Background: an optimization exercise with open tools, aiming at small area. Do not read the settings as production practice. Function was checked by simulation only, so behaviour that the tests miss may differ from the original. Power figures rest on the tool's default switching activity, not on a simulated workload.

[flow/config.mk]
export PLATFORM = sky130hd
export DESIGN_NAME = decomp_unit
export DESIGN_NICKNAME = decomp_unit
export VERILOG_FILES = /design/flow/design.v
export SDC_FILE = /design/flow/constraint.sdc
export NUM_CORES = 4
export LEC_CHECK = 0
export CAP_MARGIN = 20
export CORE_MARGIN = 2
export CORE_UTILIZATION = 40
export SLEW_MARGIN = 20
[flow/constraint.sdc]
create_clock -name core_clock -period 4.0 [get_ports {clk}]
set_input_delay 0.8000 -clock core_clock [delete_from_list [all_inputs] [get_ports {clk}]]
set_output_delay 0.8000 -clock core_clock [all_outputs]
set_load 0.01 [all_outputs]
[flow/design.v]
`default_nettype none
package decomp_pkg;
  localparam int unsigned COEFF_W = 64;
  localparam int unsigned NUM_LANES = 4;
  localparam int unsigned CNT_W = 7;
  localparam int unsigned LEVELS_W = 3;
  localparam int unsigned MAX_BASE_BITS = 32;
  localparam int unsigned DECOMP_LATENCY = 5;
  localparam int unsigned CFG_W = CNT_W + LEVELS_W;
  localparam int unsigned BUNDLE_W = NUM_LANES * COEFF_W + NUM_LANES;
endpackage
`default_nettype wire
`timescale 1ns/1ps
`default_nettype none
module delay_line #(
  parameter int unsigned WIDTH  = 1,
  parameter int unsigned CYCLES = 1
) (
  input  wire logic             clk,
  input  wire logic [WIDTH-1:0] d,
  output logic      [WIDTH-1:0] q
);
  logic [CYCLES-1:0][WIDTH-1:0] stage;
  always_ff @(posedge clk) begin
    stage[0] <= d;
    for (int i = 1; i < CYCLES; i++) begin
      stage[i] <= stage[i-1];
    end
  end
  assign q = stage[CYCLES-1];
endmodule
`default_nettype wire
`timescale 1ns/1ps
`default_nettype none
module elem_decomp (
  input  wire logic [63:0] c,
  input  wire logic [4:0]  t,
  input  wire logic [3:1]  en,
  output logic      [31:0] d1,
  output logic      [20:0] d2,
  output logic      [15:0] d3
);
  logic l1_n0;
  logic l1_n1;
  logic l1_n2;
  logic l1_n3;
  logic l1_n4;
  logic l1_n5;
  logic l1_n6;
  logic l1_n7;
  logic l1_n8;
  logic l1_n9;
  logic l1_n10;
  logic l1_n11;
  logic l1_n12;
  logic l1_n13;
  logic l1_n14;
  logic l1_n15;
  logic l1_n16;
  logic l1_n17;
  logic l1_n18;
  logic l1_n19;
  logic l1_n20;
  logic l1_n21;
  logic l1_n22;
  logic l1_n23;
  logic l1_n24;
  logic l1_n25;
  logic l1_n26;
  logic l1_n27;
  logic l1_n28;
  logic l1_n29;
  logic l1_n30;
  logic l1_n31;
  logic l1_n32;
  logic l1_n33;
  logic l1_n34;
  logic l1_n35;
  logic l1_n36;
  logic l1_n37;
  logic l1_n38;
  logic l1_n39;
  logic l1_n40;
  logic l1_n41;
  logic l1_n42;
  logic l1_n43;
  logic l1_n44;
  logic l1_n45;
  logic l1_n46;
  logic l1_n47;
  logic l1_n48;
  logic l1_n49;
  logic l1_n50;
  logic l1_n51;
  logic l1_n52;
  logic l1_n53;
  logic l1_n54;
  logic l1_n55;
  logic l1_n56;
  logic l1_n57;
  logic l1_n58;
  logic l1_n59;
  logic l1_n60;
  logic l1_n61;
  logic l1_n62;
  logic l1_n63;
  logic l1_n64;
  logic l1_n65;
  logic l1_n66;
  logic l1_n67;
  logic l1_n68;
  logic l1_n69;
  logic l1_n70;
  logic l1_n71;
  logic l1_n72;
  logic l1_n73;
  logic l1_n74;
  logic l1_n75;
  logic l1_n76;
  logic l1_n77;
  logic l1_n78;
  logic l1_n79;
  logic l1_n80;
  logic l1_n81;
  logic l1_n82;
  logic l1_n83;
  logic l1_n84;
  logic l1_n85;
  logic l1_n86;
  logic l1_n87;
  logic l1_n88;
  logic l1_n89;
  logic l1_n90;
  logic l1_n91;
  logic l1_n92;
  logic l1_n93;
  logic l1_n94;
  logic l1_n95;
  logic l1_n96;
  logic l1_n97;
  logic l1_n98;
  logic l1_n99;
  logic l1_n100;
  logic l1_n101;
  logic l1_n102;
  logic l1_n103;
  logic l1_n104;
  logic l1_n105;
  logic l1_n106;
  logic l1_n107;
  logic l1_n108;
  logic l1_n109;
  logic l1_n110;
  logic l1_n111;
  logic l1_n112;
  logic l1_n113;
  logic l1_n114;
  logic l1_n115;
  logic l1_n116;
  logic l1_n117;
  logic l1_n118;
  logic l1_n119;
  logic l1_n120;
  logic l1_n121;
  logic l1_n122;
  logic l1_n123;
  logic l1_n124;
  logic l1_n125;
  logic l1_n126;
  logic l1_n127;
  logic l1_n128;
  logic l1_n129;
  logic l1_n130;
  logic l1_n131;
  logic l1_n132;
  logic l1_n133;
  logic l1_n134;
  logic l1_n135;
  logic l1_n136;
  logic l1_n137;
  logic l1_n138;
  logic l1_n139;
  logic l1_n140;
  logic l1_n141;
  logic l1_n142;
  logic l1_n143;
  logic l1_n144;
  logic l1_n145;
  logic l1_n146;
  logic l1_n147;
  logic l1_n148;
  logic l1_n149;
  logic l1_n150;
  logic l1_n151;
  logic l1_n152;
  logic l1_n153;
  logic l1_n154;
  logic l2_n0;
  logic l2_n1;
  logic l2_n2;
  logic l2_n3;
  logic l2_n4;
  logic l2_n5;
  logic l2_n6;
  logic l2_n7;
  logic l2_n8;
  logic l2_n9;
  logic l2_n10;
  logic l2_n11;
  logic l2_n12;
  logic l2_n13;
  logic l2_n14;
  logic l2_n15;
  logic l2_n16;
  logic l2_n17;
  logic l2_n18;
  logic l2_n19;
  logic l2_n20;
  logic l2_n21;
  logic l2_n22;
  logic l2_n23;
  logic l2_n24;
  logic l2_n25;
  logic l2_n26;
  logic l2_n27;
  logic l2_n28;
  logic l2_n29;
  logic l2_n30;
  logic l2_n31;
  logic l2_n32;
  logic l2_n33;
  logic l2_n34;
  logic l2_n35;
  logic l2_n36;
  logic l2_n37;
  logic l2_n38;
  logic l2_n39;
  logic l2_n40;
  logic l2_n41;
  logic l2_n42;
  logic l2_n43;
  logic l2_n44;
  logic l2_n45;
  logic l2_n46;
  logic l2_n47;
  logic l2_n48;
  logic l2_n49;
  logic l2_n50;
  logic l2_n51;
  logic l2_n52;
  logic l2_n53;
  logic l2_n54;
  logic l2_n55;
  logic l2_n56;
  logic l2_n57;
  logic l2_n58;
  logic l2_n59;
  logic l2_n60;
  logic l2_n61;
  logic l2_n62;
  logic l2_n63;
  logic l2_n64;
  logic l2_n65;
  logic l2_n66;
  logic l2_n67;
  logic l2_n68;
  logic l2_n69;
  logic l2_n70;
  logic l2_n71;
  logic l2_n72;
  logic l2_n73;
  logic l2_n74;
  logic l2_n75;
  logic l2_n76;
  logic l2_n77;
  logic l2_n78;
  logic l2_n79;
  logic l2_n80;
  logic l2_n81;
  logic l2_n82;
  logic l2_n83;
  logic l2_n84;
  logic l2_n85;
  logic l2_n86;
  logic l2_n87;
  logic l2_n88;
  logic l2_n89;
  logic l2_n90;
  logic l2_n91;
  logic l2_n92;
  logic l2_n93;
  logic l2_n94;
  logic l2_n95;
  logic l2_n96;
  logic l2_n97;
  logic l2_n98;
  logic l2_n99;
  logic l2_n100;
  logic l2_n101;
  logic l2_n102;
  logic l2_n103;
  logic l2_n104;
  logic l2_n105;
  logic l2_n106;
  logic l2_n107;
  logic l2_n108;
  logic l2_n109;
  logic l3_n0;
  logic l3_n1;
  logic l3_n2;
  logic l3_n3;
  logic l3_n4;
  logic l3_n5;
  logic l3_n6;
  logic l3_n7;
  logic l3_n8;
  logic l3_n9;
  logic l3_n10;
  logic l3_n11;
  logic l3_n12;
  logic l3_n13;
  logic l3_n14;
  logic l3_n15;
  logic l3_n16;
  logic l3_n17;
  logic l3_n18;
  logic l3_n19;
  logic l3_n20;
  logic l3_n21;
  logic l3_n22;
  logic l3_n23;
  logic l3_n24;
  logic l3_n25;
  logic l3_n26;
  logic l3_n27;
  logic l3_n28;
  logic l3_n29;
  logic l3_n30;
  logic l3_n31;
  logic l3_n32;
  logic l3_n33;
  logic l3_n34;
  logic l3_n35;
  logic l3_n36;
  logic l3_n37;
  logic l3_n38;
  logic l3_n39;
  logic l3_n40;
  logic l3_n41;
  logic l3_n42;
  logic l3_n43;
  logic l3_n44;
  logic l3_n45;
  logic l3_n46;
  logic l3_n47;
  logic l3_n48;
  logic l3_n49;
  logic l3_n50;
  logic l3_n51;
  logic l3_n52;
  logic l3_n53;
  logic l3_n54;
  logic l3_n55;
  logic l3_n56;
  logic l3_n57;
  logic l3_n58;
  logic l3_n59;
  logic l3_n60;
  logic l3_n61;
  logic l3_n62;
  logic l3_n63;
  logic l3_n64;
  logic l3_n65;
  logic l3_n66;
  logic l3_n67;
  logic l3_n68;
  logic l3_n69;
  logic l3_n70;
  logic l3_n71;
  logic l3_n72;
  logic l3_n73;
  logic l3_n74;
  logic l3_n75;
  logic l3_n76;
  logic l3_n77;
  logic l3_n78;
  assign l1_n0 = t[4] ? c[17] : c[1];
  assign l1_n1 = t[4] ? c[25] : c[9];
  assign l1_n2 = t[3] ? l1_n1 : l1_n0;
  assign l1_n3 = t[4] ? c[21] : c[5];
  assign l1_n4 = t[4] ? c[29] : c[13];
  assign l1_n5 = t[3] ? l1_n4 : l1_n3;
  assign l1_n6 = t[2] ? l1_n5 : l1_n2;
  assign l1_n7 = t[4] ? c[19] : c[3];
  assign l1_n8 = t[4] ? c[27] : c[11];
  assign l1_n9 = t[3] ? l1_n8 : l1_n7;
  assign l1_n10 = t[4] ? c[23] : c[7];
  assign l1_n11 = t[4] ? c[31] : c[15];
  assign l1_n12 = t[3] ? l1_n11 : l1_n10;
  assign l1_n13 = t[2] ? l1_n12 : l1_n9;
  assign l1_n14 = t[1] ? l1_n13 : l1_n6;
  assign l1_n15 = t[4] ? c[18] : c[2];
  assign l1_n16 = t[4] ? c[26] : c[10];
  assign l1_n17 = t[3] ? l1_n16 : l1_n15;
  assign l1_n18 = t[4] ? c[22] : c[6];
  assign l1_n19 = t[4] ? c[30] : c[14];
  assign l1_n20 = t[3] ? l1_n19 : l1_n18;
  assign l1_n21 = t[2] ? l1_n20 : l1_n17;
  assign l1_n22 = t[4] ? c[20] : c[4];
  assign l1_n23 = t[4] ? c[28] : c[12];
  assign l1_n24 = t[3] ? l1_n23 : l1_n22;
  assign l1_n25 = t[4] ? c[24] : c[8];
  assign l1_n26 = t[4] ? c[32] : c[16];
  assign l1_n27 = t[3] ? l1_n26 : l1_n25;
  assign l1_n28 = t[2] ? l1_n27 : l1_n24;
  assign l1_n29 = t[1] ? l1_n28 : l1_n21;
  assign l1_n30 = t[0] ? l1_n29 : l1_n14;
  assign l1_n31 = t[4] ? c[33] : c[17];
  assign l1_n32 = t[3] ? l1_n31 : l1_n1;
  assign l1_n33 = t[2] ? l1_n32 : l1_n5;
  assign l1_n34 = t[1] ? l1_n33 : l1_n13;
  assign l1_n35 = t[0] ? l1_n34 : l1_n29;
  assign l1_n36 = t[4] ? c[34] : c[18];
  assign l1_n37 = t[3] ? l1_n36 : l1_n16;
  assign l1_n38 = t[2] ? l1_n37 : l1_n20;
  assign l1_n39 = t[1] ? l1_n38 : l1_n28;
  assign l1_n40 = t[0] ? l1_n39 : l1_n34;
  assign l1_n41 = t[4] ? c[35] : c[19];
  assign l1_n42 = t[3] ? l1_n41 : l1_n8;
  assign l1_n43 = t[2] ? l1_n42 : l1_n12;
  assign l1_n44 = t[1] ? l1_n43 : l1_n33;
  assign l1_n45 = t[0] ? l1_n44 : l1_n39;
  assign l1_n46 = t[4] ? c[36] : c[20];
  assign l1_n47 = t[3] ? l1_n46 : l1_n23;
  assign l1_n48 = t[2] ? l1_n47 : l1_n27;
  assign l1_n49 = t[1] ? l1_n48 : l1_n38;
  assign l1_n50 = t[0] ? l1_n49 : l1_n44;
  assign l1_n51 = t[4] ? c[37] : c[21];
  assign l1_n52 = t[3] ? l1_n51 : l1_n4;
  assign l1_n53 = t[2] ? l1_n52 : l1_n32;
  assign l1_n54 = t[1] ? l1_n53 : l1_n43;
  assign l1_n55 = t[0] ? l1_n54 : l1_n49;
  assign l1_n56 = t[4] ? c[38] : c[22];
  assign l1_n57 = t[3] ? l1_n56 : l1_n19;
  assign l1_n58 = t[2] ? l1_n57 : l1_n37;
  assign l1_n59 = t[1] ? l1_n58 : l1_n48;
  assign l1_n60 = t[0] ? l1_n59 : l1_n54;
  assign l1_n61 = t[4] ? c[39] : c[23];
  assign l1_n62 = t[3] ? l1_n61 : l1_n11;
  assign l1_n63 = t[2] ? l1_n62 : l1_n42;
  assign l1_n64 = t[1] ? l1_n63 : l1_n53;
  assign l1_n65 = t[0] ? l1_n64 : l1_n59;
  assign l1_n66 = t[4] ? c[40] : c[24];
  assign l1_n67 = t[3] ? l1_n66 : l1_n26;
  assign l1_n68 = t[2] ? l1_n67 : l1_n47;
  assign l1_n69 = t[1] ? l1_n68 : l1_n58;
  assign l1_n70 = t[0] ? l1_n69 : l1_n64;
  assign l1_n71 = t[4] ? c[41] : c[25];
  assign l1_n72 = t[3] ? l1_n71 : l1_n31;
  assign l1_n73 = t[2] ? l1_n72 : l1_n52;
  assign l1_n74 = t[1] ? l1_n73 : l1_n63;
  assign l1_n75 = t[0] ? l1_n74 : l1_n69;
  assign l1_n76 = t[4] ? c[42] : c[26];
  assign l1_n77 = t[3] ? l1_n76 : l1_n36;
  assign l1_n78 = t[2] ? l1_n77 : l1_n57;
  assign l1_n79 = t[1] ? l1_n78 : l1_n68;
  assign l1_n80 = t[0] ? l1_n79 : l1_n74;
  assign l1_n81 = t[4] ? c[43] : c[27];
  assign l1_n82 = t[3] ? l1_n81 : l1_n41;
  assign l1_n83 = t[2] ? l1_n82 : l1_n62;
  assign l1_n84 = t[1] ? l1_n83 : l1_n73;
  assign l1_n85 = t[0] ? l1_n84 : l1_n79;
  assign l1_n86 = t[4] ? c[44] : c[28];
  assign l1_n87 = t[3] ? l1_n86 : l1_n46;
  assign l1_n88 = t[2] ? l1_n87 : l1_n67;
  assign l1_n89 = t[1] ? l1_n88 : l1_n78;
  assign l1_n90 = t[0] ? l1_n89 : l1_n84;
  assign l1_n91 = t[4] ? c[45] : c[29];
  assign l1_n92 = t[3] ? l1_n91 : l1_n51;
  assign l1_n93 = t[2] ? l1_n92 : l1_n72;
  assign l1_n94 = t[1] ? l1_n93 : l1_n83;
  assign l1_n95 = t[0] ? l1_n94 : l1_n89;
  assign l1_n96 = t[4] ? c[46] : c[30];
  assign l1_n97 = t[3] ? l1_n96 : l1_n56;
  assign l1_n98 = t[2] ? l1_n97 : l1_n77;
  assign l1_n99 = t[1] ? l1_n98 : l1_n88;
  assign l1_n100 = t[0] ? l1_n99 : l1_n94;
  assign l1_n101 = t[4] ? c[47] : c[31];
  assign l1_n102 = t[3] ? l1_n101 : l1_n61;
  assign l1_n103 = t[2] ? l1_n102 : l1_n82;
  assign l1_n104 = t[1] ? l1_n103 : l1_n93;
  assign l1_n105 = t[0] ? l1_n104 : l1_n99;
  assign l1_n106 = t[3] ? c[48] : l1_n66;
  assign l1_n107 = t[2] ? l1_n106 : l1_n87;
  assign l1_n108 = t[1] ? l1_n107 : l1_n98;
  assign l1_n109 = t[0] ? l1_n108 : l1_n104;
  assign l1_n110 = t[3] ? c[49] : l1_n71;
  assign l1_n111 = t[2] ? l1_n110 : l1_n92;
  assign l1_n112 = t[1] ? l1_n111 : l1_n103;
  assign l1_n113 = t[0] ? l1_n112 : l1_n108;
  assign l1_n114 = t[3] ? c[50] : l1_n76;
  assign l1_n115 = t[2] ? l1_n114 : l1_n97;
  assign l1_n116 = t[1] ? l1_n115 : l1_n107;
  assign l1_n117 = t[0] ? l1_n116 : l1_n112;
  assign l1_n118 = t[3] ? c[51] : l1_n81;
  assign l1_n119 = t[2] ? l1_n118 : l1_n102;
  assign l1_n120 = t[1] ? l1_n119 : l1_n111;
  assign l1_n121 = t[0] ? l1_n120 : l1_n116;
  assign l1_n122 = t[3] ? c[52] : l1_n86;
  assign l1_n123 = t[2] ? l1_n122 : l1_n106;
  assign l1_n124 = t[1] ? l1_n123 : l1_n115;
  assign l1_n125 = t[0] ? l1_n124 : l1_n120;
  assign l1_n126 = t[3] ? c[53] : l1_n91;
  assign l1_n127 = t[2] ? l1_n126 : l1_n110;
  assign l1_n128 = t[1] ? l1_n127 : l1_n119;
  assign l1_n129 = t[0] ? l1_n128 : l1_n124;
  assign l1_n130 = t[3] ? c[54] : l1_n96;
  assign l1_n131 = t[2] ? l1_n130 : l1_n114;
  assign l1_n132 = t[1] ? l1_n131 : l1_n123;
  assign l1_n133 = t[0] ? l1_n132 : l1_n128;
  assign l1_n134 = t[3] ? c[55] : l1_n101;
  assign l1_n135 = t[2] ? l1_n134 : l1_n118;
  assign l1_n136 = t[1] ? l1_n135 : l1_n127;
  assign l1_n137 = t[0] ? l1_n136 : l1_n132;
  assign l1_n138 = t[2] ? c[56] : l1_n122;
  assign l1_n139 = t[1] ? l1_n138 : l1_n131;
  assign l1_n140 = t[0] ? l1_n139 : l1_n136;
  assign l1_n141 = t[2] ? c[57] : l1_n126;
  assign l1_n142 = t[1] ? l1_n141 : l1_n135;
  assign l1_n143 = t[0] ? l1_n142 : l1_n139;
  assign l1_n144 = t[2] ? c[58] : l1_n130;
  assign l1_n145 = t[1] ? l1_n144 : l1_n138;
  assign l1_n146 = t[0] ? l1_n145 : l1_n142;
  assign l1_n147 = t[2] ? c[59] : l1_n134;
  assign l1_n148 = t[1] ? l1_n147 : l1_n141;
  assign l1_n149 = t[0] ? l1_n148 : l1_n145;
  assign l1_n150 = t[1] ? c[60] : l1_n144;
  assign l1_n151 = t[0] ? l1_n150 : l1_n148;
  assign l1_n152 = t[1] ? c[61] : l1_n147;
  assign l1_n153 = t[0] ? l1_n152 : l1_n150;
  assign l1_n154 = t[0] ? c[62] : l1_n152;
  assign d1[0] = l1_n30 & en[1] & (t >= 5'd0);
  assign d1[1] = l1_n35 & en[1] & (t >= 5'd1);
  assign d1[2] = l1_n40 & en[1] & (t >= 5'd2);
  assign d1[3] = l1_n45 & en[1] & (t >= 5'd3);
  assign d1[4] = l1_n50 & en[1] & (t >= 5'd4);
  assign d1[5] = l1_n55 & en[1] & (t >= 5'd5);
  assign d1[6] = l1_n60 & en[1] & (t >= 5'd6);
  assign d1[7] = l1_n65 & en[1] & (t >= 5'd7);
  assign d1[8] = l1_n70 & en[1] & (t >= 5'd8);
  assign d1[9] = l1_n75 & en[1] & (t >= 5'd9);
  assign d1[10] = l1_n80 & en[1] & (t >= 5'd10);
  assign d1[11] = l1_n85 & en[1] & (t >= 5'd11);
  assign d1[12] = l1_n90 & en[1] & (t >= 5'd12);
  assign d1[13] = l1_n95 & en[1] & (t >= 5'd13);
  assign d1[14] = l1_n100 & en[1] & (t >= 5'd14);
  assign d1[15] = l1_n105 & en[1] & (t >= 5'd15);
  assign d1[16] = l1_n109 & en[1] & (t >= 5'd16);
  assign d1[17] = l1_n113 & en[1] & (t >= 5'd17);
  assign d1[18] = l1_n117 & en[1] & (t >= 5'd18);
  assign d1[19] = l1_n121 & en[1] & (t >= 5'd19);
  assign d1[20] = l1_n125 & en[1] & (t >= 5'd20);
  assign d1[21] = l1_n129 & en[1] & (t >= 5'd21);
  assign d1[22] = l1_n133 & en[1] & (t >= 5'd22);
  assign d1[23] = l1_n137 & en[1] & (t >= 5'd23);
  assign d1[24] = l1_n140 & en[1] & (t >= 5'd24);
  assign d1[25] = l1_n143 & en[1] & (t >= 5'd25);
  assign d1[26] = l1_n146 & en[1] & (t >= 5'd26);
  assign d1[27] = l1_n149 & en[1] & (t >= 5'd27);
  assign d1[28] = l1_n151 & en[1] & (t >= 5'd28);
  assign d1[29] = l1_n153 & en[1] & (t >= 5'd29);
  assign d1[30] = l1_n154 & en[1] & (t >= 5'd30);
  assign d1[31] = c[63] & en[1] & (t >= 5'd31);
  assign l2_n0 = t[4] ? c[34] : c[2];
  assign l2_n1 = t[4] ? c[50] : c[18];
  assign l2_n2 = t[3] ? l2_n1 : l2_n0;
  assign l2_n3 = t[4] ? c[42] : c[10];
  assign l2_n4 = t[3] ? c[26] : l2_n3;
  assign l2_n5 = t[2] ? l2_n4 : l2_n2;
  assign l2_n6 = t[4] ? c[38] : c[6];
  assign l2_n7 = t[4] ? c[54] : c[22];
  assign l2_n8 = t[3] ? l2_n7 : l2_n6;
  assign l2_n9 = t[4] ? c[46] : c[14];
  assign l2_n10 = t[3] ? c[30] : l2_n9;
  assign l2_n11 = t[2] ? l2_n10 : l2_n8;
  assign l2_n12 = t[1] ? l2_n11 : l2_n5;
  assign l2_n13 = t[4] ? c[36] : c[4];
  assign l2_n14 = t[4] ? c[52] : c[20];
  assign l2_n15 = t[3] ? l2_n14 : l2_n13;
  assign l2_n16 = t[4] ? c[44] : c[12];
  assign l2_n17 = t[3] ? c[28] : l2_n16;
  assign l2_n18 = t[2] ? l2_n17 : l2_n15;
  assign l2_n19 = t[4] ? c[40] : c[8];
  assign l2_n20 = t[3] ? c[24] : l2_n19;
  assign l2_n21 = t[4] ? c[48] : c[16];
  assign l2_n22 = t[3] ? c[32] : l2_n21;
  assign l2_n23 = t[2] ? l2_n22 : l2_n20;
  assign l2_n24 = t[1] ? l2_n23 : l2_n18;
  assign l2_n25 = t[0] ? l2_n24 : l2_n12;
  assign l2_n26 = t[4] ? c[35] : c[19];
  assign l2_n27 = t[4] ? c[43] : c[11];
  assign l2_n28 = t[3] ? c[27] : l2_n27;
  assign l2_n29 = t[2] ? l2_n28 : l2_n26;
  assign l2_n30 = t[4] ? c[39] : c[7];
  assign l2_n31 = t[4] ? c[55] : c[23];
  assign l2_n32 = t[3] ? l2_n31 : l2_n30;
  assign l2_n33 = t[4] ? c[47] : c[15];
  assign l2_n34 = t[3] ? c[31] : l2_n33;
  assign l2_n35 = t[2] ? l2_n34 : l2_n32;
  assign l2_n36 = t[1] ? l2_n35 : l2_n29;
  assign l2_n37 = t[4] ? c[37] : c[5];
  assign l2_n38 = t[4] ? c[53] : c[21];
  assign l2_n39 = t[3] ? l2_n38 : l2_n37;
  assign l2_n40 = t[4] ? c[45] : c[13];
  assign l2_n41 = t[3] ? c[29] : l2_n40;
  assign l2_n42 = t[2] ? l2_n41 : l2_n39;
  assign l2_n43 = t[4] ? c[41] : c[9];
  assign l2_n44 = t[3] ? c[25] : l2_n43;
  assign l2_n45 = t[4] ? c[49] : c[17];
  assign l2_n46 = t[3] ? c[33] : l2_n45;
  assign l2_n47 = t[2] ? l2_n46 : l2_n44;
  assign l2_n48 = t[1] ? l2_n47 : l2_n42;
  assign l2_n49 = t[0] ? l2_n48 : l2_n36;
  assign l2_n50 = t[3] ? c[34] : l2_n1;
  assign l2_n51 = t[2] ? l2_n50 : l2_n4;
  assign l2_n52 = t[1] ? l2_n51 : l2_n11;
  assign l2_n53 = t[0] ? l2_n52 : l2_n24;
  assign l2_n54 = t[4] ? c[51] : c[19];
  assign l2_n55 = t[3] ? c[35] : l2_n54;
  assign l2_n56 = t[2] ? l2_n55 : l2_n28;
  assign l2_n57 = t[1] ? l2_n56 : l2_n35;
  assign l2_n58 = t[0] ? l2_n57 : l2_n48;
  assign l2_n59 = t[3] ? c[36] : l2_n14;
  assign l2_n60 = t[2] ? l2_n59 : l2_n17;
  assign l2_n61 = t[1] ? l2_n60 : l2_n23;
  assign l2_n62 = t[0] ? l2_n61 : l2_n52;
  assign l2_n63 = t[3] ? c[37] : l2_n38;
  assign l2_n64 = t[2] ? l2_n63 : l2_n41;
  assign l2_n65 = t[1] ? l2_n64 : l2_n47;
  assign l2_n66 = t[0] ? l2_n65 : l2_n57;
  assign l2_n67 = t[3] ? c[38] : l2_n7;
  assign l2_n68 = t[2] ? l2_n67 : l2_n10;
  assign l2_n69 = t[1] ? l2_n68 : l2_n51;
  assign l2_n70 = t[0] ? l2_n69 : l2_n61;
  assign l2_n71 = t[3] ? c[39] : l2_n31;
  assign l2_n72 = t[2] ? l2_n71 : l2_n34;
  assign l2_n73 = t[1] ? l2_n72 : l2_n56;
  assign l2_n74 = t[0] ? l2_n73 : l2_n65;
  assign l2_n75 = t[4] ? c[56] : c[40];
  assign l2_n76 = t[2] ? l2_n75 : l2_n22;
  assign l2_n77 = t[1] ? l2_n76 : l2_n60;
  assign l2_n78 = t[0] ? l2_n77 : l2_n69;
  assign l2_n79 = t[4] ? c[57] : c[41];
  assign l2_n80 = t[2] ? l2_n79 : l2_n46;
  assign l2_n81 = t[1] ? l2_n80 : l2_n64;
  assign l2_n82 = t[0] ? l2_n81 : l2_n73;
  assign l2_n83 = t[4] ? c[58] : c[42];
  assign l2_n84 = t[2] ? l2_n83 : l2_n50;
  assign l2_n85 = t[1] ? l2_n84 : l2_n68;
  assign l2_n86 = t[0] ? l2_n85 : l2_n77;
  assign l2_n87 = t[4] ? c[59] : c[43];
  assign l2_n88 = t[2] ? l2_n87 : l2_n55;
  assign l2_n89 = t[1] ? l2_n88 : l2_n72;
  assign l2_n90 = t[0] ? l2_n89 : l2_n81;
  assign l2_n91 = t[4] ? c[60] : c[44];
  assign l2_n92 = t[2] ? l2_n91 : l2_n59;
  assign l2_n93 = t[1] ? l2_n92 : l2_n76;
  assign l2_n94 = t[0] ? l2_n93 : l2_n85;
  assign l2_n95 = t[4] ? c[53] : c[45];
  assign l2_n96 = t[1] ? l2_n95 : l2_n80;
  assign l2_n97 = t[0] ? l2_n96 : l2_n89;
  assign l2_n98 = t[4] ? c[54] : c[46];
  assign l2_n99 = t[1] ? l2_n98 : l2_n84;
  assign l2_n100 = t[0] ? l2_n99 : l2_n93;
  assign l2_n101 = t[4] ? c[55] : c[47];
  assign l2_n102 = t[1] ? l2_n101 : l2_n88;
  assign l2_n103 = t[0] ? l2_n102 : l2_n96;
  assign l2_n104 = t[1] ? c[56] : l2_n92;
  assign l2_n105 = t[0] ? l2_n104 : l2_n99;
  assign l2_n106 = t[1] ? c[57] : l2_n95;
  assign l2_n107 = t[0] ? l2_n106 : l2_n102;
  assign l2_n108 = t[0] ? c[58] : l2_n104;
  assign l2_n109 = t[2] ? c[61] : l2_n87;
  assign d2[0] = l2_n25 & en[2] & (t >= 5'd0);
  assign d2[1] = l2_n49 & en[2] & (t >= 5'd1);
  assign d2[2] = l2_n53 & en[2] & (t >= 5'd2);
  assign d2[3] = l2_n58 & en[2] & (t >= 5'd3);
  assign d2[4] = l2_n62 & en[2] & (t >= 5'd4);
  assign d2[5] = l2_n66 & en[2] & (t >= 5'd5);
  assign d2[6] = l2_n70 & en[2] & (t >= 5'd6);
  assign d2[7] = l2_n74 & en[2] & (t >= 5'd7);
  assign d2[8] = l2_n78 & en[2] & (t >= 5'd8);
  assign d2[9] = l2_n82 & en[2] & (t >= 5'd9);
  assign d2[10] = l2_n86 & en[2] & (t >= 5'd10);
  assign d2[11] = l2_n90 & en[2] & (t >= 5'd11);
  assign d2[12] = l2_n94 & en[2] & (t >= 5'd12);
  assign d2[13] = l2_n97 & en[2] & (t >= 5'd13);
  assign d2[14] = l2_n100 & en[2] & (t >= 5'd14);
  assign d2[15] = l2_n103 & en[2] & (t >= 5'd15);
  assign d2[16] = l2_n105 & en[2] & (t >= 5'd16);
  assign d2[17] = l2_n107 & en[2] & (t >= 5'd17);
  assign d2[18] = l2_n108 & en[2] & (t >= 5'd18);
  assign d2[19] = l2_n109 & en[2] & (t >= 5'd19);
  assign d2[20] = c[62] & en[2] & (t >= 5'd20);
  assign l3_n0 = t[3] ? c[27] : c[3];
  assign l3_n1 = t[3] ? c[39] : c[15];
  assign l3_n2 = t[2] ? l3_n1 : l3_n0;
  assign l3_n3 = t[3] ? c[33] : c[9];
  assign l3_n4 = t[3] ? c[45] : c[21];
  assign l3_n5 = t[2] ? l3_n4 : l3_n3;
  assign l3_n6 = t[1] ? l3_n5 : l3_n2;
  assign l3_n7 = t[3] ? c[30] : c[6];
  assign l3_n8 = t[3] ? c[42] : c[18];
  assign l3_n9 = t[2] ? l3_n8 : l3_n7;
  assign l3_n10 = t[3] ? c[36] : c[12];
  assign l3_n11 = t[3] ? c[48] : c[24];
  assign l3_n12 = t[2] ? l3_n11 : l3_n10;
  assign l3_n13 = t[1] ? l3_n12 : l3_n9;
  assign l3_n14 = t[0] ? l3_n13 : l3_n6;
  assign l3_n15 = t[3] ? c[40] : c[16];
  assign l3_n16 = t[2] ? l3_n15 : c[28];
  assign l3_n17 = t[3] ? c[34] : c[10];
  assign l3_n18 = t[3] ? c[46] : c[22];
  assign l3_n19 = t[2] ? l3_n18 : l3_n17;
  assign l3_n20 = t[1] ? l3_n19 : l3_n16;
  assign l3_n21 = t[3] ? c[31] : c[7];
  assign l3_n22 = t[3] ? c[43] : c[19];
  assign l3_n23 = t[2] ? l3_n22 : l3_n21;
  assign l3_n24 = t[3] ? c[37] : c[13];
  assign l3_n25 = t[3] ? c[49] : c[25];
  assign l3_n26 = t[2] ? l3_n25 : l3_n24;
  assign l3_n27 = t[1] ? l3_n26 : l3_n23;
  assign l3_n28 = t[0] ? l3_n27 : l3_n20;
  assign l3_n29 = t[3] ? c[41] : c[17];
  assign l3_n30 = t[2] ? l3_n29 : c[29];
  assign l3_n31 = t[3] ? c[35] : c[11];
  assign l3_n32 = t[3] ? c[47] : c[23];
  assign l3_n33 = t[2] ? l3_n32 : l3_n31;
  assign l3_n34 = t[1] ? l3_n33 : l3_n30;
  assign l3_n35 = t[3] ? c[44] : c[20];
  assign l3_n36 = t[2] ? l3_n35 : c[32];
  assign l3_n37 = t[3] ? c[38] : c[14];
  assign l3_n38 = t[3] ? c[50] : c[26];
  assign l3_n39 = t[2] ? l3_n38 : l3_n37;
  assign l3_n40 = t[1] ? l3_n39 : l3_n36;
  assign l3_n41 = t[0] ? l3_n40 : l3_n34;
  assign l3_n42 = t[3] ? c[51] : c[27];
  assign l3_n43 = t[2] ? l3_n42 : l3_n1;
  assign l3_n44 = t[1] ? l3_n43 : l3_n5;
  assign l3_n45 = t[0] ? l3_n44 : l3_n13;
  assign l3_n46 = t[3] ? c[52] : c[28];
  assign l3_n47 = t[2] ? l3_n46 : l3_n15;
  assign l3_n48 = t[1] ? l3_n47 : l3_n19;
  assign l3_n49 = t[0] ? l3_n48 : l3_n27;
  assign l3_n50 = t[3] ? c[53] : c[29];
  assign l3_n51 = t[2] ? l3_n50 : l3_n29;
  assign l3_n52 = t[1] ? l3_n51 : l3_n33;
  assign l3_n53 = t[0] ? l3_n52 : l3_n40;
  assign l3_n54 = t[3] ? c[54] : c[30];
  assign l3_n55 = t[2] ? l3_n54 : l3_n8;
  assign l3_n56 = t[1] ? l3_n55 : l3_n12;
  assign l3_n57 = t[0] ? l3_n56 : l3_n44;
  assign l3_n58 = t[3] ? c[55] : c[31];
  assign l3_n59 = t[2] ? l3_n58 : l3_n22;
  assign l3_n60 = t[1] ? l3_n59 : l3_n26;
  assign l3_n61 = t[0] ? l3_n60 : l3_n48;
  assign l3_n62 = t[2] ? c[56] : l3_n35;
  assign l3_n63 = t[1] ? l3_n62 : l3_n39;
  assign l3_n64 = t[0] ? l3_n63 : l3_n52;
  assign l3_n65 = t[2] ? c[57] : l3_n4;
  assign l3_n66 = t[1] ? l3_n65 : l3_n43;
  assign l3_n67 = t[0] ? l3_n66 : l3_n56;
  assign l3_n68 = t[2] ? c[58] : l3_n18;
  assign l3_n69 = t[1] ? l3_n68 : l3_n47;
  assign l3_n70 = t[0] ? l3_n69 : l3_n60;
  assign l3_n71 = t[2] ? c[59] : l3_n32;
  assign l3_n72 = t[1] ? l3_n71 : l3_n51;
  assign l3_n73 = t[0] ? l3_n72 : l3_n63;
  assign l3_n74 = t[1] ? c[60] : l3_n55;
  assign l3_n75 = t[0] ? l3_n74 : l3_n66;
  assign l3_n76 = t[1] ? c[61] : l3_n59;
  assign l3_n77 = t[0] ? l3_n76 : l3_n69;
  assign l3_n78 = t[0] ? c[62] : l3_n72;
  assign d3[0] = l3_n14 & en[3] & (t >= 5'd0);
  assign d3[1] = l3_n28 & en[3] & (t >= 5'd1);
  assign d3[2] = l3_n41 & en[3] & (t >= 5'd2);
  assign d3[3] = l3_n45 & en[3] & (t >= 5'd3);
  assign d3[4] = l3_n49 & en[3] & (t >= 5'd4);
  assign d3[5] = l3_n53 & en[3] & (t >= 5'd5);
  assign d3[6] = l3_n57 & en[3] & (t >= 5'd6);
  assign d3[7] = l3_n61 & en[3] & (t >= 5'd7);
  assign d3[8] = l3_n64 & en[3] & (t >= 5'd8);
  assign d3[9] = l3_n67 & en[3] & (t >= 5'd9);
  assign d3[10] = l3_n70 & en[3] & (t >= 5'd10);
  assign d3[11] = l3_n73 & en[3] & (t >= 5'd11);
  assign d3[12] = l3_n75 & en[3] & (t >= 5'd12);
  assign d3[13] = l3_n77 & en[3] & (t >= 5'd13);
  assign d3[14] = l3_n78 & en[3] & (t >= 5'd14);
  assign d3[15] = c[63] & en[3] & (t >= 5'd15);
endmodule
`default_nettype wire
`timescale 1ns/1ps
`default_nettype none
import decomp_pkg::*;
module decomp_ctrl (
  input  wire logic                  clk,
  input  wire logic                  arst_n,
  input  wire logic                  cfg_load,
  input  wire logic [CFG_W-1:0]      cfg,
  input  wire logic                  in_valid,
  output logic      [4:0]            tm1,        
  output logic      [NUM_LANES-1:0]  lane_en,    
  output logic                       out_valid,
  output logic                       cfg_busy,
  output logic                       cfg_reject
);
  logic [CNT_W-1:0]    cfg_b;
  logic [LEVELS_W-1:0] cfg_l;
  logic                cfg_ok;
  logic                cfg_accept;
  logic [DECOMP_LATENCY-1:0] vld;
  logic [4:0]          tm1_q;
  logic [2:1]          lvl_q;    
  assign cfg_b = cfg[CFG_W-1:LEVELS_W];
  assign cfg_l = cfg[LEVELS_W-1:0];
  always_comb begin
    cfg_ok = (cfg_b != '0) && (cfg_b <= 7'd32) && (cfg_l != '0) && (cfg_l <= 3'd4) &&
             !((cfg_l == 3'd3) && (cfg_b > 7'd21)) &&
             !((cfg_l == 3'd4) && (cfg_b > 7'd16));
    cfg_accept = cfg_load && cfg_ok && !cfg_busy && !in_valid;
  end
  logic [3:1] en_q;
  always_ff @(posedge clk or negedge arst_n) begin
    if (!arst_n) begin
      tm1_q      <= 5'd15;
      en_q       <= 3'b111;
      cfg_reject <= 1'b0;
      vld        <= '0;
    end else begin
      if (cfg_accept) begin
        tm1_q <= 5'(cfg_b - 7'd1);
        en_q  <= {cfg_l == 3'd4, cfg_l >= 3'd3, cfg_l >= 3'd2};
      end
      cfg_reject <= cfg_load && !cfg_accept;
      vld        <= {vld[DECOMP_LATENCY-2:0], in_valid};
    end
  end
  assign tm1       = tm1_q;
  assign lane_en   = {en_q, 1'b1};
  assign out_valid = vld[DECOMP_LATENCY-1];
  assign cfg_busy  = |vld;
endmodule
`default_nettype wire
`timescale 1ns/1ps
`default_nettype none
import decomp_pkg::*;
module decomp_unit (
  input  wire logic                  clk,
  input  wire logic                  arst_n,
  input  wire logic                  cfg_load,
  input  wire logic [CFG_W-1:0]      cfg,
  input  wire logic                  in_valid,
  input  wire logic                  in_last,
  input  wire logic [COEFF_W-1:0]    coeff,
  output logic                       out_valid,
  output logic                       out_last,
  output logic      [BUNDLE_W-1:0]   out,
  output logic                       cfg_busy,
  output logic                       cfg_reject
);
  logic [4:0]           tm1;
  logic [NUM_LANES-1:0] lane_en;
  logic [COEFF_W-1:0]   c_q;
  logic                 last_q;
  logic [31:0]          d0, d1;
  logic [20:0]          d2;
  logic [15:0]          d3;
  decomp_ctrl u_ctrl (
    .clk       (clk),
    .arst_n    (arst_n),
    .cfg_load  (cfg_load),
    .cfg       (cfg),
    .in_valid  (in_valid),
    .tm1       (tm1),
    .lane_en   (lane_en),
    .out_valid (out_valid),
    .cfg_busy  (cfg_busy),
    .cfg_reject(cfg_reject)
  );
  delay_line #(.WIDTH(COEFF_W), .CYCLES(DECOMP_LATENCY)) u_coeff_dly (
    .clk(clk), .d(coeff), .q(c_q)
  );
  delay_line #(.WIDTH(1), .CYCLES(DECOMP_LATENCY)) u_last_dly (
    .clk(clk), .d(in_last), .q(last_q)
  );
  always_comb begin
    for (int j = 0; j < 32; j++) begin
      d0[j] = c_q[j] & (5'(j) <= tm1);
    end
  end
  elem_decomp u_lanes (
    .c(c_q), .t(tm1), .en(lane_en[3:1]), .d1(d1), .d2(d2), .d3(d3));
  assign out_last = out_valid & last_q;
  assign out = {48'd0, d3, 43'd0, d2, 32'd0, d1, 32'd0, d0, lane_en & {NUM_LANES{out_valid}}};
endmodule
`default_nettype wire
[flow/flow/run.sh]
#!/bin/bash
# Own layout flow: the standard synthesis and ORFS flow, with three changes:
#  - ports are buffered with sky130_fd_sc_hd__buf_1 instead of the delay buffer
#    buffer_ports picks by default,
#  - CTS inserts no dummy clock loads,
#  - constant-0 output ports share tie cells in small groups of neighbouring pins
#    (flow/share_ties.tcl, run before global placement).
# Each tool's output goes to a log of its own in this folder; ORFS keeps its
# per-step logs under orfs/logs.
set -euo pipefail
here=$(pwd)
export PRE_GLOBAL_PLACE_TCL="$here/flow/share_ties.tcl"
export TIE_GROUP=${TIE_GROUP:-6}
export BUFFER_PORTS_ARGS="-buffer_cell sky130_fd_sc_hd__buf_1"
export CTS_ARGS="-sink_clustering_enable -repair_clock_nets -dont_use_dummy_load"
bash standard.sh synth > "$here/synth.log" 2>&1
bash standard.sh > "$here/layout.log" 2>&1
[flow/flow/share_ties.tcl]
# Let neighbouring constant-0 output ports share one tie cell.
# Each such port is driven by a tie of its own after floorplan (through the
# buffer that synthesis put in front of each port); the buffers are removed
# first, as global placement would do anyway, then the ports are sorted along
# the die edge and each run of TIE_GROUP ports keeps only its first tie.
remove_buffers
set block [ord::get_db_block]
set die [$block getDieArea]
set W [$die dx]
set H [$die dy]
set cands {}
foreach inst [$block getInsts] {
  if {[[$inst getMaster] getName] ne "sky130_fd_sc_hd__conb_1"} { continue }
  set lo [$inst findITerm LO]
  set hi [$inst findITerm HI]
  if {$lo eq "NULL" || [$lo getNet] eq "NULL"} { continue }
  if {$hi ne "NULL" && [$hi getNet] ne "NULL"} { continue }
  set net [$lo getNet]
  set bts [$net getBTerms]
  if {[llength $bts] != 1 || [llength [$net getITerms]] != 1} { continue }
  set bt [lindex $bts 0]
  if {[$bt getIoType] ne "OUTPUT"} { continue }
  set bb [$bt getBBox]
  set x [expr {([$bb xMin] + [$bb xMax]) / 2}]
  set y [expr {([$bb yMin] + [$bb yMax]) / 2}]
  # position along the die edge, counter-clockwise from the lower left corner
  if {$y <= 0 + 2000} {
    set p $x
  } elseif {$x >= $W - 2000} {
    set p [expr {$W + $y}]
  } elseif {$y >= $H - 2000} {
    set p [expr {$W + $H + ($W - $x)}]
  } else {
    set p [expr {2 * $W + $H + ($H - $y)}]
  }
  lappend cands [list $p $inst $net $bt]
}
set cands [lsort -real -index 0 $cands]
set k 0
set keep ""
set shared 0
foreach c $cands {
  lassign $c p inst net bt
  if {$k % $::env(TIE_GROUP) == 0} {
    set keep $net
  } else {
    $bt disconnect
    $bt connect $keep
    odb::dbInst_destroy $inst
    odb::dbNet_destroy $net
    incr shared
  }
  incr k
}
puts "share_ties: [llength $cands] constant ports, $shared ties removed"
[flow/standard.sh]
#!/bin/bash
# synth_recipe.tcl (not shown) runs the flow's synth.tcl, then flattens the netlist and writes it again
# the make line also repeats each setting of config.mk as NAME=value (left out here)
make -C /OpenROAD-flow-scripts/flow DESIGN_CONFIG=/design/flow/config.mk WORK_HOME=/design/flow/orfs CLKGATE_MAP_FILE= SYNTH_SCRIPT=/design/flow/synth_recipe.tcl "${@:-finish}"
==> impl_metrics.csv, run 1 <==
group,metric,value,unit
synth,synthesis.area,13500,um2
global_routing,grt_overflow,0,
pwr,switching_share,24.6,%
floorplan,io_pins,343,
job,max_cap_viol_count,0,
critical_path,crit_start,"u_ctrl.tm1_q[3]$_DFFE_PN1P_",
pwr,internal_power,5.37,mW
global_routing,grt_pass1_vias,9014,
synth,seq_area_frac_synth,50.8,%
synth,synth_edf_count,0,
clock_network,path_clk_slew,0.06,ns
synth,synthTopCellsByArea,"dfxtp_1 (48%), buf_4 (9.6%), mux4_2 (7.3%)",
route,finalWirelength,39200,um
synth,yosys_warnings,4,
pwr,seqPwrFrac,51.8,%
floorplan,start_util,40.4,%
synth,synthArstFlopShare,4.13,%
floorplan,core_area,33400,um2
critical_path,cp_num_buf_inv,2,
clock_network,cts_buffer_depth,3,
synth,synth_cell_type_count,69,
critical_path,cp_data_required_time,3.20,ns
floorplan,fp.dieH,188,um
timing,relSlewSlack,32.6,%
pwr,p_comb_share,11.5,%
timing,hold_viol,0,
global_routing,gr-usage-all-layers,21.6,%
critical_path,crit_path_end_kind,"output pin",
synth,synthCells,1216,
route,final_antenna_net_count,0,
timing,maxSlewViolCount,0,
timing,tns,0,ns
route,drt_iter0_drc,1064,
layout,layout-drive-gt1-share,14.4,%
floorplan,die_x,188,um
timing,tightest_slew,1.01,ns
floorplan,die_area,35300,um2
clock_network,cts.sinks,339,
floorplan,rows,67,
layout,layout.nets,1347,
synth,synth_ff_type,"dfxtp_1",
placed_design,placed_area,13600,um2
route,drcViolationCount,0,
critical_path,cp_top_family,"multiplexers",
critical_path,max_stage_delay,0.77,ns
pwr,peakVddDrop,0.265,mV
route,firstDrtPassIters,5,
global_routing,grt_max_degree,59,
pwr,pwr-share-clk,36.6,%
timing,min_period_over_period,97.9,%
critical_path,cp_common_cell,"mux2i_1",
global_routing,grt_pass1_wl,58000,um
critical_path,worst-setup-path-type,"register to output pin",
clock_network,cts-root-buf,"clkbuf_16",
layout,synthToLayoutAreaGrowth,7.37,%
clock_network,clk_latency,0.50,ns
outcome,outcome,"no timing/DRC/antenna violations",
layout,design_area,14500,um2
critical_path,cp-start-kind,"register",
synth,synth_seq_cells,339,
placed_design,gp_congestion,0.959,
timing,finalCriticalPeriod,3.92,ns
route,num_vias,9333,
timing,finClkSkew,0.0278,ns
min_path,min_from,"u_coeff_dly.stage[194]$_DFF_P_",
critical_path,cpMaxStageDelayCell,"dfstp_4",
pwr,p_leak,6.01,nW
critical_path,rr_startpoint,"u_ctrl.vld[4]$_DFF_PN0_",
pwr,power_density,490,nW/um2
route,via_per_inst,5.45,
clock_network,numCtsBuffers,34,
critical_path,critPathArrivalTime,3.12,ns
timing,setup_viol,0,
placed_design,post-dp-hpwl,28800,um
route,drt-wirelength-per-cell,22.9,um
min_path,hp-class,"register to register",
critical_path,cp_cell_sequence,"buf_12 > mux2i_1 > mux4_2 > mux2i_1 > nor2_1 > a211oi_2 > buf_1",
timing,fmax,255,MHz
synth,synth_area_per_cell,11.1,um2
layout,antenna_cells,0,
clock_network,htree_levels,2,
pwr,switchingPower,1.75,mW
synth,synth_top_cell_by_area,"dfxtp_1",
global_routing,antenna_found_initial,1,
synth,yosysTopAreaCellShare,48.1,%
clock_network,cts_tree,"built",
critical_path,crit_fanout,51,
placed_design,portBuffers,187,
-- final timing paths --
| kind | end | slack, ns | cells after the start |
|---|---|---|---|
| hold reg to reg | u_coeff_dly.stage[258]$_DFF_P_ | 0.30 | 0 |
| max in group asynchronous | u_ctrl.tm1_q[4]$_DFFE_PN0P_ | 2.80 | 1 |
| setup / recovery | out[73] | 0.08 | 7 |
| setup reg to reg | u_ctrl.tm1_q[4]$_DFFE_PN0P_ | 1.87 | 4 |
| hold / removal | u_coeff_dly.stage[258]$_DFF_P_ | 0.30 | 0 |
| min in group asynchronous | u_ctrl.tm1_q[4]$_DFFE_PN0P_ | 0.47 | 1 |
-- per-stage QoR --
stage	hold slack (ns)	setup WS (ns)	power (mW)	cells	util [%]
global placement	0.310	0.369	4.55	1675	40.7
detailed placement	0.312	0.408	4.55	1675	40.7
floorplan	0.310	1.03	4.36	1370	-
global route	0.306	-0.000362	7.43	1712	43.4
CTS	0.299	0.0327	7.19	1711	43.3
finish	0.295	0.0846	7.12	1712	43.4
-- power groups by stage --
stage | clock, mW | sequential [mW] | combinational, mW
6_report | 2.61 | 3.69 | 0.820
4_1_cts | 2.71 | 3.69 | 0.793
2_1_floorplan | 0 | 3.69 | 0.672
3_5_place_dp | 0 | 3.77 | 0.782
3_3_place_gp | 0 | 3.76 | 0.787
5_1_grt | 2.85 | 3.71 | 0.874
-- routing by layer --
layer | share of wire, % | global-route usage (%)
met5 | 0.023 | 0
met4 | 4.5 | 9.96
met3 | 9.5 | 4.40
met2 | 43 | 32.3
met1 | 43 | 30.1
-- cell usage in the layout, fill, tap and decap left out, types with 5 or more instances in the layout --
cell type / n
dfrtp_1: 6
buf_4: 28
buf_12: 7
o32ai_1: 6
buf_1: 187
and3_1: 13
nand4_1: 7
a31oi_1: 7
clkbuf_16: 34
inv_1: 13
o22ai_1: 26
o21ai_0: 32
nor3_1: 7
nand2_1: 88
nor2_1: 46
dfstp_2: 5
mux2i_1: 85
conb_1: 26
a21boi_0: 5
o211ai_1: 13
nor2b_1: 6
a211oi_1: 25
a21oi_1: 27
o221ai_1: 5
mux4_2: 44
dfxtp_1: 325
mux2_2: 43
nand2b_1: 15
nand3_1: 24
or3_1: 6
and2_1: 26
-- Yosys cell counts, types with 5 or more instances --
cell and number:
buf_1 8, a21oi_1 27, nand2_1 88, a21boi_0 5, nor2_1 46, mux2i_1 86
nor2b_1 6, buf_6 5, inv_1 13, o22ai_1 26, dfxtp_1 325, and2_1 26
buf_4 173, buf_2 13, dfrtp_1 7, o32ai_1 6, nand4_1 7, mux4_2 44
o211ai_1 13, clkbuf_1 34, a211oi_1 25, and3_1 13, nand2b_1 15, nand3_1 24
o221ai_1 5, a31oi_1 7, o21ai_0 34, o31ai_1 5, dfstp_2 7, or3_1 6
mux2_2 43, nor3_1 8
-- layout make-up --
cell class                 count  area (um2)
inverter                      16        60.1
multi-input combinational    651        5100
fill                        3217       18900
sequential                   339        6880
clock buffer                  34         851
timing repair buffer         224        1080
tap                          448         561
-- flip-flops by register name, indices dropped and copies added, names as in the netlist --
| name | cells |
|---|---|
| u_ctrl.en_q | 3 |
| u_last_dly.stage | 5 |
| u_ctrl.vld | 5 |
| u_coeff_dly.stage | 320 |
| u_ctrl.cfg_reject | 1 |
| u_ctrl.tm1_q | 5 |
-- what timing repair did --
action | in CTS | in global routing
buffers inserted | 2 | 1
setup endpoints to repair | 4 | 15
hold buffers | 0 | 0
gates resized for setup | 1 | 6
-- cells by family after synthesis --
group	Yosys count	share of synthesized area (%)
fa+ha+maj	2	0.185
mux	175	17.6
xor+xnor	4	0.259
simple gates	251	8.91
other cells	1	0.0277
compound gates	193	9.89
flops	339	50.8
buf+inv	251	12.4
==> inputs of run 2 (changes only) <==
--- a/flow/flow/run.sh
+++ b/flow/flow/run.sh
@@ -12,6 +12,6 @@
 export PRE_GLOBAL_PLACE_TCL="$here/flow/share_ties.tcl"
 export TIE_GROUP=${TIE_GROUP:-6}
 export BUFFER_PORTS_ARGS="-buffer_cell sky130_fd_sc_hd__buf_1"
-export CTS_ARGS="-sink_clustering_enable -repair_clock_nets -dont_use_dummy_load"
+export CTS_ARGS="-sink_clustering_enable -repair_clock_nets -dont_use_dummy_load -buf_list sky130_fd_sc_hd__clkbuf_4"
 bash standard.sh synth > "$here/synth.log" 2>&1
 bash standard.sh > "$here/layout.log" 2>&1
--- a/flow/config.mk
+++ b/flow/config.mk
@@ -7,5 +7,5 @@
 export LEC_CHECK = 0
 export CAP_MARGIN = 20
 export CORE_MARGIN = 2
-export CORE_UTILIZATION = 40
+export CORE_UTILIZATION = 60
 export SLEW_MARGIN = 20
==> impl_metrics.csv, run 2 <==
group,metric,value,unit
critical_path,cp_cell_sequence,"inv_2 > mux4_2 > mux2_2 > or3_1 > o21ai_1 > buf_1",
synth,synthTopCellsByCount,"dfxtp_1 (325), buf_4 (173), nand2_1 (88)",
synth,synth_seq_cells,339,
clock_network,numCtsBuffers,78,
critical_path,cp-start-kind,"register",
clock_network,cts.sinks,339,
critical_path,critPathArrivalTime,3.15,ns
synth,synth_ff_type,"dfxtp_1",
placed_design,dp_cells,1507,
global_routing,grt_overflow,0,
floorplan,die_x,154,um
pwr,p_leak,6.03,nW
route,finalWirelength,36300,um
global_routing,use_met3,11.7,%
synth,synth_top_cell_by_area,"dfxtp_1",
timing,relSlewSlack,36.4,%
critical_path,cpMaxStageDelayCell,"dfstp_4",
route,firstDrtPassIters,5,
critical_path,crit_fanout,21,
global_routing,grt_pass1_vias,9088,
layout,layout_commonest_cell,"dfxtp_1",
global_routing,use_met2,42.2,%
floorplan,die_area,23800,um2
critical_path,max_stage_delay,0.78,ns
clock_network,htree_levels,3,
route,drt-wirelength-per-cell,22.7,um
synth,synthTopCellsByArea,"dfxtp_1 (48%), buf_4 (9.6%), mux4_2 (7.3%)",
timing,fmax,253,MHz
layout,synthToLayoutAreaGrowth,5.12,%
clock_network,ctsHoldBuffers,0,
layout,fill_cells,1785,
clock_network,cts_buffer_depth,3,
timing,setup_viol,0,
timing,maxSlewViolCount,0,
clock_network,path_clk_slew,0.06,ns
layout,largest_reg_flops,320,
floorplan,rows,54,
floorplan,fp.dieH,154,um
floorplan,io_pins,343,
route,via_per_inst,5.94,
placed_design,portBuffers,187,
placed_design,post-dp-hpwl,26100,um
synth,synthesis.area,13500,um2
synth,synth_area_per_cell,11.1,um2
global_routing,grt_max_degree,77,
pwr,peakVddDrop,0.379,mV
layout,finalNonFillerCells,1599,
timing,finalCriticalPeriod,3.95,ns
clock_network,clk_latency,0.67,ns
critical_path,cp_data_required_time,3.20,ns
layout,max_flop_register,"u_coeff_dly.stage",
layout,final_cell_mix,"dfxtp_1 (325), buf_1 (187), nand2_1 (88), mux2i_1 (82), clkbuf_4 (78)",
synth,synthCells,1216,
route,num_vias,9506,
synth,synth_cell_type_count,69,
layout,layout.nets,1400,
synth,synthArstFlopShare,4.13,%
timing,hold_viol,0,
critical_path,worst-setup-path-type,"register to output pin",
synth,yosysTopAreaCellShare,48.1,%
timing,tightest_slew,0.954,ns
timing,rsz0062_at_grt,"yes",
pwr,power_density,453,nW/um2
placed_design,placed_area,13400,um2
synth,yosys_warnings,4,
global_routing,antenna_found_initial,1,
global_routing,grt.met1_usage,41.7,%
global_routing,grt_pass1_wl,53600,um
synth,synth_edf_count,0,
global_routing,busiest_layer,"met2",
timing,min_period_over_period,98.7,%
placed_design,gp_congestion,1.03,
route,drt_iter0_drc,1195,
route,drcViolationCount,0,
synth,synth.most_common_cell,"dfxtp_1",
critical_path,crit_path_end_kind,"output pin",
layout,design_area,14200,um2
timing,finClkSkew,0.0553,ns
floorplan,start_util,61.6,%
global_routing,gr-usage-all-layers,30.1,%
layout,layout-drive-gt1-share,18.6,%
job,max_cap_viol_count,0,
floorplan,core_area,22000,um2
min_path,hp-class,"primary input to register",
route,final_antenna_net_count,0,
clock_network,cts_tree,"built",
outcome,outcome,"no timing/DRC/antenna violations",
timing,tns,0,ns
synth,seq_area_frac_synth,50.8,%
clock_network,cts-root-buf,"clkbuf_4",
run 2: cell counts after synthesis:
No cell type changed its count.
run 2: stage by stage:
| step | util, % | power (mW) | setup slack (ns) | hold slack [ns] |
|---|---|---|---|---|
| 3_3_place_gp | 61.0 | 4.52 | 0.507 | 0.310 |
| 5_1_grt | 64.7 | 6.78 | -0.00868 | 0.124 |
| 2_1_floorplan | - | 4.36 | 1.03 | 0.310 |
| 6_report | 64.8 | 6.44 | 0.0522 | 0.213 |
| 3_5_place_dp | 61.0 | 4.52 | 0.463 | 0.312 |
| 4_1_cts | 64.2 | 6.51 | 0.00769 | 0.127 |
run 2: worst max-delay path, delay by kind of cell (launching register included):
kind                   cells  cell delay (ns)
buffers and inverters      2             0.43
AO/OA/AOI/OAI              1             0.07
multiplexers               2             0.85
flip-flops                 1             0.78
AND/OR/NAND/NOR            1             0.35
run 2: layout make-up:
class / instances / area [um2] / share of cell area (%)
sequential: 339 / 6880 / 48.4
clock buffer: 78 / 586 / 4.12
antenna: 2 / 5.00 / 0.0352
multi-input combinational: 651 / 5150 / 36.3
tap: 280 / 350 / 2.46
inverter: 16 / 66.3 / 0.466
timing repair buffer: 233 / 1180 / 8.28
run 2: what timing repair did:
| item | CTS | global route |
|---|---|---|
| resized for setup | 3 | 24 |
| endpoints found under the setup margin | 49 | 26 |
| buffers inserted | 10 | 1 |
| cloned | 1 | 0 |
run 2: cell families (layout without fill, tap and decap cells):
| family | after synthesis | in the layout | synth area share [%] |
|---|---|---|---|
| flip-flops | 339 | 339 | 50.8 |
| AND/OR/NAND/NOR | 251 | 251 | 8.91 |
| buffers and inverters | 251 | 327 | 12.4 |
| AO/OA/AOI/OAI | 193 | 193 | 9.89 |
| multiplexers | 175 | 175 | 17.6 |
| XOR/XNOR | 4 | 4 | 0.259 |
| adder cells (fa/ha/maj) | 2 | 2 | 0.185 |
| other | 1 | 28 | 0.0277 |
run 2: worst paths after layout:
check,start,slack (ns),cells after the start,end
worst max-delay path,u_ctrl.tm1_q[2]$_DFFE_PN1P_,0.05,6,out[84]
worst min-delay path,coeff[40],0.21,1,u_coeff_dly.stage[40]$_DFF_P_
min in group asynchronous,arst_n,0.29,1,u_ctrl.tm1_q[4]$_DFFE_PN0P_
worst min register to register,u_coeff_dly.stage[25]$_DFF_P_,0.29,0,u_coeff_dly.stage[89]$_DFF_P_
max in group asynchronous,arst_n,3.02,1,u_ctrl.tm1_q[4]$_DFFE_PN0P_
worst max register to register,u_ctrl.vld[4]$_DFF_PN0_,1.98,4,u_ctrl.tm1_q[3]$_DFFE_PN1P_
run 2: report_power, final:
group / switching (mW) / internal [mW] / leakage [nW]
clock network: 1.04 / 0.886 / 0.359
registers: 0.121 / 3.57 / 2.90
logic: 0.506 / 0.317 / 2.78
run 2: per-layer routing:
layer / part of all wire, % / wire length (um) / vias up
li1: - / - / 4298
met1: 42 / 15300 / 4430
met2: 41 / 14900 / 692
met3: 13 / 4820 / 86
met4: 3.4 / 1240 / 0
met5: 0 / 0 / -

what the ideal ports hide:
Ports are ideal in the flow. The routed layouts listed here were re-timed in OpenROAD.
Step 1 (the two cells are an assumption about what drives the block):
set clk [get_ports {clk}]
set_driving_cell -lib_cell sky130_fd_sc_hd__clkbuf_16 $clk
set_driving_cell -lib_cell sky130_fd_sc_hd__buf_2 [delete_from_list [all_inputs] $clk]
Step 2 times the ports against the registers' clock, not the clock port: input delays grow and output delays shrink by t, the midpoint of the rising clock arrivals with the driver on.
a / b / c = ideal / step 1 / step 2; a / b = the first two.
| run | t (ns) | slack for setup (ns) | slew at the worst register clock pin (ns) | worst data-port slew with drivers (ns) | cell pins on the clock port's net |
|---|---|---|---|---|---|
| run 1 | 0.528 | 0.085 / 0.037 / 0.565 | 0.06 / 0.06 | 0.07 | 1 |
| run 2 | 0.685 | 0.052 / 0.011 / 0.696 | 0.06 / 0.06 | 0.07 | 1 |
After both steps setup and hold are still met in every run listed.
